From an optimization exercise on the open Yosys and OpenROAD flow, aimed at small area and few clock cycles per item; shortcuts taken in it are not production practice. The RTL was checked by simulation tests, not by an equivalence proof against the original design.

Setup of lane 1:
// cordic_pipe
module cordic_pipe #(
    parameter int unsigned DATA_WIDTH  = 16,
    parameter int unsigned ANGLE_WIDTH = 32,
    parameter int unsigned ITERATIONS  = 16,
    parameter int unsigned GUARD_BITS  = 2,
    parameter int unsigned TAG_WIDTH   = 8
) (
    input  logic                    i_clk,
    input  logic                    i_resetn,
    input  logic                    i_valid,
    output logic                    o_inReady,
    input  logic                    i_mode,
    input  logic [DATA_WIDTH-1:0]   i_xIn,
    input  logic [DATA_WIDTH-1:0]   i_yIn,
    input  logic [ANGLE_WIDTH-1:0]  i_angle,
    input  logic [TAG_WIDTH-1:0]    i_tag,
    output logic                    o_valid,
    input  logic                    i_outReady,
    output logic [DATA_WIDTH+1:0]   o_xOut,
    output logic [DATA_WIDTH+1:0]   o_yOut,
    output logic [ANGLE_WIDTH-1:0]  o_zOut,
    output logic [TAG_WIDTH-1:0]    o_tag,
    output logic                    o_mode
);
    localparam int W = 20;
    localparam int S = 16;
  ...
clock: 5.0 ns
lec_check: 0
cap_margin: 20
core_margin: 2
core_utilization: 65
cts_buf_list: sky130_fd_sc_hd__clkbuf_16
cts_cluster_diameter: 150
cts_cluster_size: 30
gpl_routability_driven: 0
gpl_timing_driven: 0
slew_margin: 20
run.sh (not shown) runs the stock make flow with config.mk's settings and CLKGATE_MAP_FILE= SYNTH_SCRIPT=/design/flow/synth_recipe.tcl, a recipe that flattens the netlist after the stock synthesis.
Testbench counts of lane 1, summed over its fixed seeds: cycles 8,128, items 8,000.
Modified inputs, lane 2 compared to lane 1
- removing CTS_BUF_LIST (formerly sky130_fd_sc_hd__clkbuf_16)
- removing CTS_CLUSTER_SIZE (formerly 30)
- removing GPL_TIMING_DRIVEN (formerly 0)
- removing CTS_CLUSTER_DIAMETER (formerly 150)
- removing GPL_ROUTABILITY_DRIVEN (formerly 0)
- changing CORE_UTILIZATION from 65 to 40
==> summary.txt <==
For lane 1 and lane 2, there was not a single run that failed to finish clean. In the flow results for lane 1 and lane 2, the row count is larger on lane 2. Against lane 1, lane 2 comes in 2 lower on number of iterations in the first detailed-routing pass. Compared to lane 1, lane 2 has width of the chip 27% higher. Wire length on met3: lower on lane 2. Number of cells traversed by the worst register-to-register path: lane 2 vs lane 1 up 1. Overall fraction of global-route tracks in use | lane 2 below lane 1. Normalized max-slew margin (lower): lane 2. Lane 2: die area higher than lane 1. Lane 2 vs lane 1, initial antenna violation count went down by 4.
Edits applied to the flow inputs when going from lane 2 to lane 3:
- CORE_UTILIZATION changed from 40 to 60
- CTS_BUF_LIST newly set to sky130_fd_sc_hd__clkbuf_4 sky130_fd_sc_hd__clkbuf_8
==> summary.txt <==
Lane 3: all stages complete, timing, DRC and antenna checks passed
Taking lane 2 as the reference, in lane 3 final hold slack down 46 ps; achievable clock frequency climbed about 1%; global-route wire length before repair went up by 1.3%.
The highest metal layer with signal wires comes out met4 in one run and met5 in the other, namely in lane 2 and lane 3 respectively.
## Diff of input files: lane 4 against lane 3
- GPL_TIMING_DRIVEN now 0, previously not set
- GPL_ROUTABILITY_DRIVEN now 0, previously not set
- CORE_UTILIZATION now 65, was 60
==> comparison <==
Looking only at total half-perimeter wirelength after legalization and detailed placement, and setting everything else aside, the lower value of lane 4 and lane 3 goes to lane 4.
Against lane 3, lane 4 reports a combined buffer and inverter count along the critical path that is lower.
Against lane 3, lane 4 reports a post-route minimum period that is higher.
Lane 4 vs lane 3: clock buffer instance count of the final layout up
Lane 4 has fraction of cell area in non-clock buffers below what lane 3 had.
Compared with lane 3, lane 4 shows a lower number of core rows.
Edits applied to the flow inputs when going from lane 4 to lane 5:
- GPL_TIMING_DRIVEN: 0 -> unset
- CORE_UTILIZATION: 65 -> 60
- CTS_BUF_LIST: sky130_fd_sc_hd__clkbuf_4 sky130_fd_sc_hd__clkbuf_8 -> unset
- GPL_ROUTABILITY_DRIVEN: 0 -> unset
Results
- Going from lane 4 to lane 5, setup slack has increased; maximum frequency has increased; logic depth of the worst path, buffers included has increased.
- Relative to lane 4, the non-clock buffer count measured on lane 5 has increased by more than half.

[what the ideal ports hide]
Ports are ideal in the flow. The routed layouts listed here were re-timed in OpenROAD. Step 1 (the two cells are an assumption about what drives the block):
set clk [get_ports {i_clk}]
set_driving_cell -lib_cell sky130_fd_sc_hd__clkbuf_16 $clk
set_driving_cell -lib_cell sky130_fd_sc_hd__buf_2 [delete_from_list [all_inputs] $clk]
Step 2 adds t to the input delays and takes it off the output delays; t is the mean of the earliest and latest rising clock arrival at the registers after step 1. Input paths then give back, and output paths get back, about the clock's delay inside the block. Slacks: no drivers / after step 1 / after step 2; pairs: no drivers / after step 1.
| run | t (ns) | setup slack, ns | worst hold slack (ns) |
|---|---|---|---|
| lane 1 | 0.754 | 0.115 / 0.159 / -0.596 | 0.423 / 0.423 / 0.423 |
| lane 2 | 0.883 | 0.218 / 0.281 / -0.602 | 0.414 / 0.414 / 0.414 |
| lane 3 | 0.995 | 0.266 / 0.317 / -0.678 | 0.369 / 0.369 / 0.369 |
| lane 4 | 0.985 | 0.167 / 0.160 / -0.764 | 0.410 / 0.410 / 0.410 |
| lane 5 | 0.849 | 0.214 / 0.272 / -0.577 | 0.409 / 0.409 / 0.409 |
Met with ideal ports but missed after step 2: setup timing in every run listed. The setup slack of lane 3, which loses most, moves by +0.051 ns with the drivers and by -0.944 ns with both steps.
